From an optimization exercise on the open Yosys and OpenROAD flow, aimed at small area; shortcuts taken in it are not production practice. Only simulation tests tie the RTL to the original design; equivalence was not proved. Power is estimated from default activity; no workload was simulated.

==> flow/design.v (outline; a module is shown in full before it is edited, if it fits) <==
// module secure_xfer_engine: 1968 lines
module secure_xfer_engine (
    input  logic        clk,
    input  logic        rst,
    input  logic        wr_valid,
    input  logic [15:0] wr_key,
    input  logic [9:0]  wr_addr,
    input  logic [31:0] wr_data,
    output logic        wr_ready,
    output logic        mem_valid,
    output logic [31:0] mem_data,
    input  logic        mem_ready,
    input  logic        rd_valid,
    input  logic [15:0] rd_key,
    input  logic [9:0]  rd_addr,
    input  logic [31:0] rd_data,
    output logic        rd_ready,
    output logic        reg_valid,
    output logic [31:0] reg_data,
    input  logic        reg_ready,
    output logic        locked,
    output logic [1:0]  key_err,
    output logic [15:0] acc_cnt,
    output logic [15:0] rej_cnt
);
  // ...
==> flow/run.sh <==
#!/bin/bash
# synth_recipe.tcl (not shown) runs the flow's synth.tcl, then flattens the netlist and writes it again
# the make line also repeats each setting of config.mk as NAME=value (left out here)
make -C /OpenROAD-flow-scripts/flow DESIGN_CONFIG=/design/flow/config.mk WORK_HOME=/design/flow/orfs CLKGATE_MAP_FILE= SYNTH_SCRIPT=/design/flow/synth_recipe.tcl finish
==> flow/config.mk <==
export PLATFORM = sky130hd
export DESIGN_NAME = secure_xfer_engine
export DESIGN_NICKNAME = secure_xfer_engine
export VERILOG_FILES = /design/flow/design.v
export SDC_FILE = /design/flow/constraint.sdc
export NUM_CORES = 4
export LEC_CHECK = 0
export CAP_MARGIN = 20
export CORE_MARGIN = 2
export CORE_UTILIZATION = 40
export SLEW_MARGIN = 20
==> flow/constraint.sdc <==
create_clock -name core_clock -period 30.0 [get_ports {clk}]
set_input_delay 6.0000 -clock core_clock [delete_from_list [all_inputs] [get_ports {clk}]]
set_output_delay 6.0000 -clock core_clock [all_outputs]
set_load 0.01 [all_outputs]
==> out/metrics.yaml, run 1 <==
drt:
  drc: 0
  avgViaCountPerCell: 5.16
  drt-met1-wl_um: 26800
  avgRoutedWirePerCell_um: 17.2
cts:
  cts-htree-levels: 3
  cts_post_setup_buffers_inserted: 0
  clkSlewWorstSetupHoldPaths_ns: 0.08
  clk_latency_ns: 0.37
  cts_buffers: 9
  cts_tree: "yes"
pwr:
  power_report.internal_total_mw: 1.30
  power.group.top: "combinational logic"
  pwr_total_mw: 2.53
  combPwrFrac_pct: 88.6
  total_switching_power_mw: 1.23
  power.clock.fraction_pct: 5.0
  pwr.group.clock_mw: 0.127
place:
  gp_congestion: 0.848
  postPlaceCellArea_mm2: 0.0253
die:
  chipWidth_um: 242
cells_and_area:
  nFillCells: 5492
  sequential_cell_total: 106
  multiInputGateArea_mm2: 0.0180
  biggestCellCategory: "multi-input combinational cells"
  final_area_mm2: 0.0256
global_route:
  grt_pass1_wl_um: 99400
  grtUsageMet2_pct: 36.4
flow_run:
  max-cap-violations: 0
synth:
  synth.cell_area_mm2: 0.0226
  synth_ff_type: "sky130_fd_sc_hd__dfrtp_1"
  post_synth_fa_ha_maj_area_fraction_pct: 43.3
sta:
  setup_tns_ns: 0
  fin_worst_skew_ns: 0.00784
  rsz0062_at_grt: "no"
status:
  run_status: "finished clean"
setup_path:
  crit_path_end_kind: "output pin"
==> run 2, diff against run 1 <==
--- a/flow/config.mk
+++ b/flow/config.mk
@@ -5,7 +5,9 @@
 export SDC_FILE = /design/flow/constraint.sdc
 export NUM_CORES = 4
 export LEC_CHECK = 0
+export ABC_AREA = 1
 export CAP_MARGIN = 20
 export CORE_MARGIN = 2
-export CORE_UTILIZATION = 40
+export CORE_UTILIZATION = 70
+export PLACE_DENSITY = 0.8
 export SLEW_MARGIN = 20
==> run 2 against run 1 <==
Cell area down 11%. Register-to-register slack worse by 0.85 ns. Combinational power up 4%. Sequential cell count unchanged. Total power up 4.0%. Non-clock buffer count down 14. Still clean on timing, DRC and antenna. Fmax down 4.5%. Global-route usage up 16 points. First-iteration DRC count up 59%. Core utilization up 34 points. Clock skew up 0.0034 ns.
==> out/metrics.yaml, run 2 <==
status:
  run_status: "finished clean"
global_route:
  largest_net_degree_at_the_start_of_global_routing: 71
  groute.usage.overall_pct: 37.2
  antenna_violations_before_repair: 1
  overflow: 0
  first_global_vias: 17500
  grt_pass1_wl_um: 88200  # -11%
cells_and_area:
  most-common-layout-cells: "469 x sky130_fd_sc_hd__inv_1, 419 x sky130_fd_sc_hd__nand2_1, 392 x sky130_fd_sc_hd__fa_1"
  layout_commonest_cell: "sky130_fd_sc_hd__inv_1"
  nFillCells: 1963  # -64%
  nets: 3209
  largest_registers: "mem_data x32, rd_st x32"
  layout.cells.non_filler: 2928
  post_route_cells_drive_above_1_share_pct: 2.16
  area.growth.synth_to_final_pct: 13.4
die:
  design.die.area_mm2: 0.0302
  floorplan.die.height_um: 174
  placement_rows: 62
  core_mm2: 0.0285
  boundaryPins: 225
  chipWidth_um: 174  # -28%
  initial_core_util_pct: 70.6
min_path:
  number_of_stages_on_the_worst_hold_path: 1
  hold_crit_class: "reg2reg"
  hold_end: "mem_data[15]$_DFFE_PP0P_"
  min_from: "mem_data[15]$_DFFE_PP0P_"
pwr:
  combPwrFrac_pct: 89.0  # +0.4 points
  power.static_leakage_nw: 11.9
  power_report.internal_total_mw: 1.26  # -2.9%
  switching_share_pct: 51.9
  total_switching_power_mw: 1.37  # +11%
  pwr-share-seq_pct: 6.1
  power.density_mw_per_mm2: 115
  worst_ir_drop_vdd_mv: 0.514
  power.clock.fraction_pct: 4.9  # about the same
synth:
  synthesis.nets: 3076
  synth_xor_xnor_area_share_pct: 4.00
  synth.most_common_cell: "sky130_fd_sc_hd__inv_1"
  synth_ff_type: "sky130_fd_sc_hd__dfrtp_1"
  ys_ff_latch: 106
  synth.top_cell.area_share_pct: 38.9
  synth_mux_area_share_pct: 0
  post_synth_fa_ha_maj_area_fraction_pct: 48.7  # +5.4 points
  synth.top_cells.by_area: "sky130_fd_sc_hd__fa_1 39%, sky130_fd_sc_hd__dfrtp_1 13%, sky130_fd_sc_hd__ha_1 9.7%"
  synth_top_family_by_area: "adder cells"
  synth_top_cell_by_area: "sky130_fd_sc_hd__fa_1"
  async_set_or_reset_flop_fraction_in_the_synthesized_netlist_pct: 100
  synth_simple_gate_area_share_pct: 17.4
  post_synth_most_frequent_cells: "470 x sky130_fd_sc_hd__inv_1, 419 x sky130_fd_sc_hd__nand2_1, 392 x sky130_fd_sc_hd__fa_1"
  yosys_warnings: 1
  synth_compound_area_share_pct: 5.71
  netlist_instances: 2405
  synthesis.area_per_instance_um2: 8.38
  synth_cell_type_count: 39
  synth.cell_area_mm2: 0.0202  # -11%
  seq_area_frac_synth_pct: 13.2
  synth_enable_flop_cells: 0
drt:
  avgRoutedWirePerCell_um: 18.5  # +8.0%
  wirelength_um: 54300
  ant_nets: 0
  drc: 0  # unchanged
  dr_total_vias: 16800
  avgViaCountPerCell: 5.75  # +11%
  first_iter_violations: 1628
  first_pass_iters: 6
sta:
  finalHoldViolations: 0
  rsz0062_at_grt: "no"
  timing.fmax_mhz: 44.3
  setup_viol_count_final: 0
  maxSlewViolCount: 0
  worst_slew_pin_slew_ns: 0.926
  setup_tns_ns: 0  # unchanged
  final.period_utilization_pct: 75.3
  fin_worst_skew_ns: 0.0112  # +0.00337 ns
  maxSlewHeadroom_pct: 38.2
  period_needed_ns: 22.58
setup_path:
  critical_path.slowest_cell: "sky130_fd_sc_hd__ha_1"
  worst_ep_required_time_ns: 24.00
  crit_path_end_kind: "output pin"
  worst-path-buf-inv: 11
  timing.reg2reg.worst_path_depth: 23
  cp-startpoint: "rd_st[0]$_DFFE_PP0P_"
  worst_r2r_endpoint: "acc_cnt[9]$_DFF_PP0_"
  critical-path-top-cell-by-count: "sky130_fd_sc_hd__fa_1"
  worst-path-max-fanout: 31
  cp.arrival_ns: 16.58
  r2r-start: "locked$_DFF_PP0_"
  reg2reg_slack_ns: 23.69
  crit_path_max_incr_delay_ns: 0.73
  cp_top_family: "adder cells"
  start_kind: "flip-flop"
  setup.worst_path.class: "reg2out"
place:
  hpwlAfterDp_um: 44500
  gp_congestion: 0.971  # +14%
  dp_cells: 2911
  place.port_buffers: 224
cts:
  clk_path_buf_depth: 2
  postCtsHoldBufs: 0
  cts.root.buffer_cell: "sky130_fd_sc_hd__clkbuf_16"
  numClockSinks: 106
  cts_post_setup_buffers_inserted: 0  # unchanged
  clk_latency_ns: 0.36  # about the same
  cts_buffers: 9  # unchanged
  cts.repair.resized: 0
  cts-htree-levels: 3  # unchanged
  cts_tree: "yes"
  clkSlewWorstSetupHoldPaths_ns: 0.08  # about the same
flow_run:
  max-cap-violations: 0  # unchanged
[run 2: cell types whose count changed after synthesis, sizes merged, moves of 27 or more]
cell and delta:
clkbuf -51, a21oi -75, nor2b -30, nand2b -91, nand3 +72, or2 -137, o21ai -52, nor2 -91
nor3 -27, inv +112, nand2 +283, xnor2 -33
[run 2: layout make-up]
class | count | area [µm²] | area share [%]
Antenna cell | 1 | 2.50 | 0.0109
Clock buffer | 9 | 225 | 0.985
Clock inverter | 7 | 91.3 | 0.400
Inverter | 480 | 1800 | 7.89
Multi-Input combinational cell | 1706 | 15300 | 66.8
Sequential cell | 106 | 2650 | 11.6
Tap cell | 384 | 480 | 2.10
Timing Repair Buffer | 235 | 2320 | 10.2
[run 2: cell families (layout without fill, tap and decap cells)]
group / after synthesis / in the layout
simple gates: 878 / 878
buf+inv: 593 / 731
fa+ha+maj: 549 / 549
compound gates: 187 / 187
flops: 106 / 106
xor+xnor: 92 / 92
other cells: 0 / 1
[run 2: routing by layer]
layer | global-route usage [%] | up-vias | routed length (µm)
li1 | - | 7460 | -
met1 | 51.3 | 8312 | 21200
met2 | 60.8 | 924 | 25700
met3 | 6.80 | 137 | 5680
met4 | 11.4 | 0 | 1730
met5 | 0 | - | 0
[run 2: stage by stage]
stage	total power, mW	hold WS [ns]	cell area, µm²	utilization (%)	setup WS [ns]
after floorplan	1.90	0.452	20200	-	9.86
after global placement	2.37	0.474	22500	79.0	8.31
after detailed placement	2.50	0.478	22500	79.0	7.91
after CTS	2.64	0.498	22900	80.1	7.52
after global routing	2.97	0.510	22900	80.1	6.94
final	2.63	0.493	22900	80.1	7.42
[run 2: worst max path at each step]
stage | endpoint | slack (ns) | cells after the start
detailed placement | reg_data[31] | 7.91 | 48
global route | reg_data[31] | 6.94 | 49
floorplan | mem_data[31]$_DFFE_PP0P_ | 9.86 | 50
global placement | reg_data[31] | 8.31 | 48
CTS | reg_data[31] | 7.52 | 48
finish | reg_data[31] | 7.42 | 48
[run 2: power groups by stage]
stage / Sequential, mW / Combinational, mW / Clock (mW)
6_report: 0.160 / 2.34 / 0.128
2_1_floorplan: 0.163 / 1.74 / 0
5_1_grt: 0.162 / 2.68 / 0.133
4_1_cts: 0.160 / 2.35 / 0.128
3_3_place_gp: 0.162 / 2.21 / 0
3_5_place_dp: 0.163 / 2.33 / 0
==> run 3, diff against run 2 <==
==> flow/flow/run.sh (new file) <==
#!/bin/bash
# Standard layout, except that the port buffers use the smallest buffer cell.
set -euo pipefail
export BUFFER_PORTS_ARGS="-buffer_cell sky130_fd_sc_hd__buf_1"
bash standard.sh finish > standard_finish.log 2>&1
==> flow/standard.sh (new file) <==
#!/bin/bash
# synth_recipe.tcl (not shown) runs the flow's synth.tcl, then flattens the netlist and writes it again
# the make line also repeats each setting of config.mk as NAME=value (left out here)
make -C /OpenROAD-flow-scripts/flow DESIGN_CONFIG=/design/flow/config.mk WORK_HOME=/design/flow/orfs CLKGATE_MAP_FILE= SYNTH_SCRIPT=/design/flow/synth_recipe.tcl "${@:-finish}"
removed: flow/run.sh
==> run 3 against run 2 <==
Sequential power about the same. Fmax up 2.8%. Worst hold slack worse by 0.0014 ns. Critical path depth up 1. Still clean on timing, DRC and antenna.
==> out/metrics.yaml, run 3 <==
cts:
  clk_latency_ns: 0.36  # about the same
  numClockSinks: 106  # unchanged
  cts.repair.resized: 0  # unchanged
  cts_tree: "yes"
  clkSlewWorstSetupHoldPaths_ns: 0.08  # about the same
  clk_path_buf_depth: 2  # unchanged
  postCtsHoldBufs: 0  # unchanged
  cts-htree-levels: 3  # unchanged
  cts.root.buffer_cell: "sky130_fd_sc_hd__clkbuf_16"
  cts_buffers: 9  # unchanged
  cts_post_setup_buffers_inserted: 0  # unchanged
drt:
  drc: 0  # unchanged
  avgRoutedWirePerCell_um: 17.4  # -6.3%
  dr_total_vias: 16600  # -1.5%
  drt-met1-wl_um: 21500  # +1.3%
  first_iter_violations: 1413  # -13%
  first_pass_iters: 5  # -1
  highest-signal-layer: "met4"
  ant_nets: 0  # unchanged
  dr_wl_met3_um: 4370  # -23%
  wirelength_um: 50800  # -6.4%
  avgViaCountPerCell: 5.67  # -1.4%
  met2RoutedLength_um: 23600  # -8.0%
cells_and_area:
  fin_util_pct: 75.1  # -5.0 points
  seqCellArea_mm2: 0.00265  # unchanged
  layout.cells.non_filler: 2926  # -0.068%
  post_route_cells_drive_above_1_share_pct: 2.09  # -0.077 points
  area.growth.synth_to_final_pct: 6.41
  layout_commonest_cell: "sky130_fd_sc_hd__inv_1"
  nets: 3207  # -0.062%
  most-common-layout-cells: "469 x sky130_fd_sc_hd__inv_1, 419 x sky130_fd_sc_hd__nand2_1, 392 x sky130_fd_sc_hd__fa_1"
  nFillCells: 2226  # +13%
  multiInputGateArea_mm2: 0.0153  # unchanged
  largest_registers: "mem_data x32, rd_st x32"
global_route:
  grt_pass1_wl_um: 84100  # -4.7%
  largest_net_degree_at_the_start_of_global_routing: 61  # -14%
  groute.usage.overall_pct: 35.2  # -2.0 points
  antenna_violations_before_repair: 1  # unchanged
  first_global_vias: 16700  # -4.7%
  overflow: 0  # unchanged
flow_run:
  max-cap-violations: 0  # unchanged
min_path:
  hold_crit_class: "reg2reg"
  min_from: "mem_data[17]$_DFFE_PP0P_"
  number_of_stages_on_the_worst_hold_path: 1  # unchanged
  hold_end: "mem_data[17]$_DFFE_PP0P_"
pwr:
  pwr-share-seq_pct: 6.3  # +0.2 points
  worst_ir_drop_vdd_mv: 0.532  # +3.6%
  total_switching_power_mw: 1.32  # -3.0%
  power.density_mw_per_mm2: 119  # +3.1%
  power_report.internal_total_mw: 1.22  # -3.6%
  combPwrFrac_pct: 88.7  # -0.3 points
  power.static_leakage_nw: 11.3  # -5.0%
  switching_share_pct: 52.1  # +0.15 points
  power.clock.fraction_pct: 5.0  # about the same
  pwr_total_mw: 2.54  # -3.3%
sta:
  final.period_utilization_pct: 73.2  # -2.1 points
  worst_slew_pin_slew_ns: 0.887  # -0.0394 ns
  fin_worst_skew_ns: 0.0116  # +0.000411 ns
  timing.fmax_mhz: 45.5  # +2.8%
  rsz0062_at_grt: "no"
  maxSlewHeadroom_pct: 40.8  # +2.6 points
  period_needed_ns: 21.96  # -0.623 ns
  setup_viol_count_final: 0  # unchanged
  setup_slack_of_the_critical_path_after_layout_ns: 8.04  # +0.623 ns
  finalHoldViolations: 0  # unchanged
  maxSlewViolCount: 0  # unchanged
  setup_tns_ns: 0  # unchanged
setup_path:
  worst_r2r_endpoint: "acc_cnt[1]$_DFF_PP0_"
  reg2reg_slack_ns: 23.84  # +0.15 ns
  start_kind: "flip-flop"
  timing.reg2reg.worst_path_depth: 23  # unchanged
  crit_path_max_incr_delay_ns: 0.65  # -0.08 ns
  setup.worst_path.class: "reg2out"
  r2r-start: "locked$_DFF_PP0_"
  cp.arrival_ns: 15.96  # -0.62 ns
  worst-path-buf-inv: 11  # unchanged
  worst-path-max-fanout: 31  # unchanged
  critical_path.slowest_cell: "sky130_fd_sc_hd__ha_1"
  critical-path-top-cell-by-count: "sky130_fd_sc_hd__fa_1"
  cp_top_family: "adder cells"
  worst_ep_required_time_ns: 24.00  # about the same
  crit_path_end_kind: "output pin"
die:
  boundaryPins: 225  # unchanged
  floorplan.die.height_um: 174  # unchanged
  chipWidth_um: 174  # unchanged
  initial_core_util_pct: 70.6  # unchanged
  placement_rows: 62  # unchanged
  core_mm2: 0.0285  # unchanged
  design.die.area_mm2: 0.0302  # unchanged
place:
  hpwlAfterDp_um: 42300  # -4.9%
  place.port_buffers: 224  # unchanged
  dp_cells: 2909  # -0.069%
  gp_congestion: 0.982  # +1.2%
  placement.setup.worst_slack_ns: 8.48  # +0.576 ns
synth:
  ys_ff_latch: 106  # unchanged
  synth_cell_type_count: 39  # unchanged
  synth.top_cells.by_area: "sky130_fd_sc_hd__fa_1 39%, sky130_fd_sc_hd__dfrtp_1 13%, sky130_fd_sc_hd__ha_1 9.7%"
  synth_ff_type: "sky130_fd_sc_hd__dfrtp_1"
  async_set_or_reset_flop_fraction_in_the_synthesized_netlist_pct: 100  # unchanged
  synth.cell_area_mm2: 0.0202  # unchanged
  synthesis.area_per_instance_um2: 8.38  # unchanged
  synthesis.nets: 3076  # unchanged
  post_synth_most_frequent_cells: "470 x sky130_fd_sc_hd__inv_1, 419 x sky130_fd_sc_hd__nand2_1, 392 x sky130_fd_sc_hd__fa_1"
  synth.top_cell.area_share_pct: 38.9  # unchanged
  synth_top_cell_by_area: "sky130_fd_sc_hd__fa_1"
  netlist_instances: 2405  # unchanged
  synth_enable_flop_cells: 0  # unchanged
  seq_area_frac_synth_pct: 13.2  # unchanged
  yosys_warnings: 1  # unchanged
  synth.most_common_cell: "sky130_fd_sc_hd__inv_1"
status:
  run_status: "finished clean"
==> run 3: cell counts after synthesis <==
No cell type changed its count.
==> run 3: worst max path at each step <==
| stage | depth (start not counted) | slack [ns] | end | start |
|---|---|---|---|---|
| after global placement | 49 | 8.75 | reg_data[31] | rd_st[0]$_DFFE_PP0P_ |
| after detailed placement | 49 | 8.48 | reg_data[31] | rd_st[0]$_DFFE_PP0P_ |
| after global routing | 49 | 7.34 | reg_data[31] | rd_st[0]$_DFFE_PP0P_ |
| final | 49 | 8.04 | reg_data[31] | rd_st[0]$_DFFE_PP0P_ |
| after floorplan | 50 | 9.86 | mem_data[31]$_DFFE_PP0P_ | wr_data[0] |
| after CTS | 49 | 8.07 | reg_data[31] | rd_st[0]$_DFFE_PP0P_ |
==> run 3: cells by family after synthesis <==
family | count (synthesis) | synth area share, %
fa+ha+maj | 549 | 48.7
flops | 106 | 13.2
simple gates | 878 | 17.4
xor+xnor | 92 | 4.00
buf+inv | 593 | 11.1
compound gates | 187 | 5.71
==> run 3: area by class of cell <==
cell class | count | area share [%]
multi-input combinational | 1706 | 71.2
sequential | 106 | 12.4
inverter | 480 | 8.41
timing repair buffer | 233 | 4.24
tap | 384 | 2.24
clock buffer | 9 | 1.05
clock inverter | 7 | 0.438
antenna | 1 | 0.0117
==> run 3: worst register-to-register path, stage by stage, from the launching register on <==
cell	delay [ns]
sky130_fd_sc_hd__dfrtp_1	0.52
sky130_fd_sc_hd__a21oi_1	0.23
sky130_fd_sc_hd__nand2_1	0.13
sky130_fd_sc_hd__nor2_4	0.12
sky130_fd_sc_hd__buf_4	0.47
sky130_fd_sc_hd__clkinv_1	0.52
sky130_fd_sc_hd__ha_1	0.45
sky130_fd_sc_hd__ha_1	0.21
sky130_fd_sc_hd__fa_1	0.44
sky130_fd_sc_hd__ha_1	0.22
sky130_fd_sc_hd__ha_1	0.21
sky130_fd_sc_hd__ha_1	0.20
sky130_fd_sc_hd__ha_1	0.19
sky130_fd_sc_hd__ha_1	0.18
sky130_fd_sc_hd__ha_1	0.18
sky130_fd_sc_hd__ha_1	0.18
sky130_fd_sc_hd__ha_1	0.18
sky130_fd_sc_hd__ha_1	0.18
sky130_fd_sc_hd__ha_1	0.18
sky130_fd_sc_hd__ha_1	0.18
sky130_fd_sc_hd__ha_1	0.18
sky130_fd_sc_hd__ha_1	0.18
sky130_fd_sc_hd__nand2_1	0.37
sky130_fd_sc_hd__nand2_1	0.11
==> run 3: power groups by stage <==
stage	Clock (mW)	Combinational, mW	Sequential [mW]
floorplan	0	1.74	0.163
global placement	0	2.18	0.162
detailed placement	0	2.25	0.163
CTS	0.126	2.26	0.160
global route	0.133	2.62	0.162
finish	0.126	2.26	0.160
==> run 3: routing by layer <==
metal | vias to the layer above | track usage (%)
met3 | 92 | 5.48
met1 | 8252 | 51.4
met4 | 0 | 9.49
li1 | 7448 | -
met2 | 794 | 55.8
met5 | - | 0
==> run 3: stage by stage <==
| stage | cell area [µm²] | hold WS (ns) |
|---|---|---|
| 2_1_floorplan | 20200 | 0.452 |
| 3_3_place_gp | 21100 | 0.465 |
| 3_5_place_dp | 21100 | 0.473 |
| 4_1_cts | 21400 | 0.495 |
| 5_1_grt | 21400 | 0.521 |
| 6_report | 21400 | 0.491 |
==> run 4, diff against run 3 <==
==> flow/flow/run.sh (replaced) <==
#!/bin/bash
# Standard layout, except: Yosys synth runs without its early "abc -fast"
# (so the full-adder extraction sees the logic as written), and the port
# buffers use the smallest buffer cell.
set -euo pipefail
export SYNTH_ARGS="-noabc"
export BUFFER_PORTS_ARGS="-buffer_cell sky130_fd_sc_hd__buf_1"
bash standard.sh finish > standard_finish.log 2>&1
==> run 4 against run 3 <==
Die area down 2.5%. Sequential power about the same. Total power up 2.8%. Global-route usage up 0.10 points. Largest power group unchanged.
==> out/metrics.yaml, run 4 <==
status:
  run_status: "finished clean"
place:
  placement.setup.worst_slack_ns: 7.69  # -0.799 ns
  hpwlAfterDp_um: 40000  # -5.3%
  place.port_buffers: 224  # unchanged
  gp_congestion: 0.928  # -5.5%
cells_and_area:
  layout_commonest_cell: "sky130_fd_sc_hd__nor2_1"
  post_route_cells_drive_above_1_share_pct: 3.27  # +1.2 points
  nets: 2994  # -6.6%
  area.growth.synth_to_final_pct: 6.71
  most-common-layout-cells: "439 x sky130_fd_sc_hd__nor2_1, 422 x sky130_fd_sc_hd__fa_1, 289 x sky130_fd_sc_hd__nand2_1"
  largest_registers: "mem_data x32, rd_st x32"
synth:
  synth.most_common_cell: "sky130_fd_sc_hd__nor2_1"
  async_set_or_reset_flop_fraction_in_the_synthesized_netlist_pct: 100  # unchanged
  seq_area_frac_synth_pct: 13.5  # +0.35 points
  synth.top_cells.by_area: "sky130_fd_sc_hd__fa_1 43%, sky130_fd_sc_hd__dfrtp_1 14%, sky130_fd_sc_hd__ha_1 10%"
  synth_cell_type_count: 37  # -5.1%
  netlist_instances: 2153  # -10%
  synth_top_cell_by_area: "sky130_fd_sc_hd__fa_1"
  synthesis.nets: 2859  # -7.1%
  synth.cell_area_mm2: 0.0196  # -2.6%
  synthesis.area_per_instance_um2: 9.12  # +8.8%
  synth_enable_flop_cells: 0  # unchanged
  yosys_warnings: 1  # unchanged
  post_synth_most_frequent_cells: "440 x sky130_fd_sc_hd__nor2_1, 422 x sky130_fd_sc_hd__fa_1, 289 x sky130_fd_sc_hd__nand2_1"
  ys_ff_latch: 106  # unchanged
  synth.top_cell.area_share_pct: 43.0  # +4.1 points
  synth_ff_type: "sky130_fd_sc_hd__dfrtp_1"
pwr:
  power.static_leakage_nw: 9.91  # -12%
  combPwrFrac_pct: 89.0  # +0.3 points
  switching_share_pct: 50.4  # -1.7 points
  power_report.internal_total_mw: 1.30  # +6.3%
  pwr-share-seq_pct: 6.1  # -0.2 points
  total_switching_power_mw: 1.32  # -0.49%
  power.density_mw_per_mm2: 125  # +5.2%
  power.clock.fraction_pct: 4.9  # about the same
  worst_ir_drop_vdd_mv: 0.286  # -46%
flow_run:
  max-cap-violations: 0  # unchanged
die:
  boundaryPins: 225  # unchanged
  placement_rows: 61  # -1.6%
  floorplan.die.height_um: 171  # -1.3%
  design.die.area_mm2: 0.0294  # -2.5%
  chipWidth_um: 171  # -1.3%
  initial_core_util_pct: 70.8  # +0.25 points
  core_mm2: 0.0277  # -2.9%
cts:
  clkSlewWorstSetupHoldPaths_ns: 0.09  # about the same
  cts.repair.resized: 0  # unchanged
  postCtsHoldBufs: 0  # unchanged
  cts_tree: "yes"
  clk_latency_ns: 0.36  # about the same
  cts.root.buffer_cell: "sky130_fd_sc_hd__clkbuf_16"
  numClockSinks: 106  # unchanged
  cts_buffers: 9  # unchanged
  cts_post_setup_buffers_inserted: 0  # unchanged
  cts-htree-levels: 3  # unchanged
  clk_path_buf_depth: 2  # unchanged
sta:
  final.period_utilization_pct: 73.1  # -0.099 points
  setup_tns_ns: 0  # unchanged
  setup_viol_count_final: 0  # unchanged
  rsz0062_at_grt: "no"
  maxSlewViolCount: 0  # unchanged
  maxSlewHeadroom_pct: 35.3  # -5.5 points
  period_needed_ns: 21.93  # -0.0298 ns
  setup_slack_of_the_critical_path_after_layout_ns: 8.07  # +0.0298 ns
  finalHoldWorstSlack_ns: 0.497  # +0.00597 ns
  fin_worst_skew_ns: 0.0121  # +0.000477 ns
  timing.fmax_mhz: 45.6  # +0.14%
  worst_slew_pin_slew_ns: 0.969  # +0.0827 ns
  finalHoldViolations: 0  # unchanged
global_route:
  first_global_vias: 16200  # -2.7%
  largest_net_degree_at_the_start_of_global_routing: 63  # +3.3%
  groute.usage.overall_pct: 35.3  # +0.10 points
  global_route.usage.met1_pct: 50.1  # -1.3 points
  gr-usage-met3_pct: 5.22  # -0.26 points
  grt_pass1_wl_um: 81000  # -3.6%
  antenna_violations_before_repair: 4  # +3
  grtUsageMet2_pct: 56.6  # +0.88 points
  top_usage_layer: "met2"
  overflow: 0  # unchanged
drt:
  first_pass_iters: 8  # +3
  dr_total_vias: 15500  # -6.4%
  first_iter_violations: 1192  # -16%
  ant_nets: 0  # unchanged
  wirelength_um: 49100  # -3.3%
  avgViaCountPerCell: 5.80  # +2.4%
  avgRoutedWirePerCell_um: 18.4  # +5.8%
  drc: 0  # unchanged
setup_path:
  critical-path-top-cell-by-count: "sky130_fd_sc_hd__fa_1"
  worst_ep_required_time_ns: 30.24  # +6.24 ns
  cp_top_family: "adder cells"
  crit_path_max_incr_delay_ns: 0.92  # +0.27 ns
  cp.arrival_ns: 22.17  # +6.21 ns
  crit_path_end_kind: "flip-flop"
  start_kind: "primary input"
  worst-path-buf-inv: 5  # -6
  critical_path.slowest_cell: "sky130_fd_sc_hd__ha_1"
  worst-path-max-fanout: 31  # unchanged
  setup.worst_path.class: "in2reg"
min_path:
  hold_crit_class: "reg2reg"
run 4: changes by cell type after synthesis, moves of 10 or more:
cell and delta:
sky130_fd_sc_hd__inv_1 -226, sky130_fd_sc_hd__nand2_1 -130, sky130_fd_sc_hd__or2_2 +29, sky130_fd_sc_hd__nor2_1 +105
sky130_fd_sc_hd__o21ai_0 -33, sky130_fd_sc_hd__fa_1 +30, sky130_fd_sc_hd__xnor2_1 -29, sky130_fd_sc_hd__clkbuf_1 -10
run 4: cell type report:
class,instances,area (µm²)
Antenna cell,4,10.0
Clock buffer,9,225
Fill cell,2004,6760
Clock inverter,7,98.8
Timing Repair Buffer,233,908
Multi-Input combinational cell,1691,15600
Sequential cell,106,2650
Inverter,247,930
Tap cell,378,473
run 4: cells by family (layout without fill, tap and decap cells):
kind of cell	after synthesis	in the layout	synth area share [%]
AND/OR/NAND/NOR	892	892	18.6
flip-flops	106	106	13.5
XOR/XNOR	62	62	2.77
other	0	4	0
buffers and inverters	356	496	6.81
adder cells (fa/ha/maj)	584	584	53.4
AO/OA/AOI/OAI	153	153	4.96
run 4: power groups by stage:
| stage | clock (mW) | sequential (mW) | combinational [mW] |
|---|---|---|---|
| 5_1_grt | 0.133 | 0.160 | 2.65 |
| 3_5_place_dp | 0 | 0.162 | 2.30 |
| 3_3_place_gp | 0 | 0.162 | 2.24 |
| 4_1_cts | 0.127 | 0.159 | 2.31 |
| 2_1_floorplan | 0 | 0.162 | 1.75 |
| 6_report | 0.127 | 0.159 | 2.33 |
run 4: path summary, 6_finish.rpt:
check | from | slack [ns] | endpoint | cells past startpoint
max | wr_data[0] | 8.07 | mem_data[31]$_DFFE_PP0P_ | 46
min | mem_data[14]$_DFFE_PP0P_ | 0.50 | mem_data[14]$_DFFE_PP0P_ | 1
max reg2reg | locked$_DFF_PP0_ | 24.37 | acc_cnt[3]$_DFF_PP0_ | 22
min reg2reg | mem_data[14]$_DFFE_PP0P_ | 0.50 | mem_data[14]$_DFFE_PP0P_ | 1
max in group asynchronous | rst | 23.06 | rd_st[16]$_DFFE_PP0P_ | 3
min in group asynchronous | rst | 5.70 | rej_cnt[14]$_DFF_PP0_ | 2
run 4: per-layer routing:
metal	up-vias	wire length (µm)
met3	103	3780
met2	653	22900
li1	6909	-
met4	0	1540
met1	7860	21000
met5	-	0
run 4: stage by stage:
stage / utilization [%] / cell area (µm²) / cells / total power [mW]
2_1_floorplan: - / 19600 / 2153 / 1.91
3_3_place_gp: 74.4 / 20600 / 2655 / 2.40
3_5_place_dp: 74.4 / 20600 / 2655 / 2.46
6_report: 75.6 / 20900 / 2675 / 2.61
4_1_cts: 75.6 / 20900 / 2671 / 2.60
5_1_grt: 75.6 / 20900 / 2674 / 2.94

[afterwards: timing with drivers on the ports]
In the flow no input, the clock included, has a driving cell. The finished layouts below were timed again as built, in two steps. Step 1 (the two cells are an assumption about what drives the block):
set clk [get_ports {clk}]
set_driving_cell -lib_cell sky130_fd_sc_hd__clkbuf_16 $clk
set_driving_cell -lib_cell sky130_fd_sc_hd__buf_2 [delete_from_list [all_inputs] $clk]
Step 2 adds t to the input delays and takes it off the output delays; t is the mean of the earliest and latest rising clock arrival at the registers after step 1. Input paths then give back, and output paths get back, about the clock's delay inside the block. a / b / c = no drivers / after step 1 / after step 2; a / b = the first two.
run | t, ns | setup WS [ns] | latest minus earliest clock arrival (ns)
run 1 | 0.413 | 8.428 / 8.382 / 8.740 | 0.010 / 0.009
run 2 | 0.405 | 7.421 / 7.374 / 7.779 | 0.019 / 0.019
run 3 | 0.396 | 8.044 / 7.999 / 8.395 | 0.015 / 0.015
run 4 | 0.400 | 8.073 / 8.083 / 7.683 | 0.017 / 0.017
After both steps setup and hold are still met in every run listed. For run 4, which loses most, drivers alone change the setup slack by +0.010 ns; drivers and shift together by -0.390 ns.
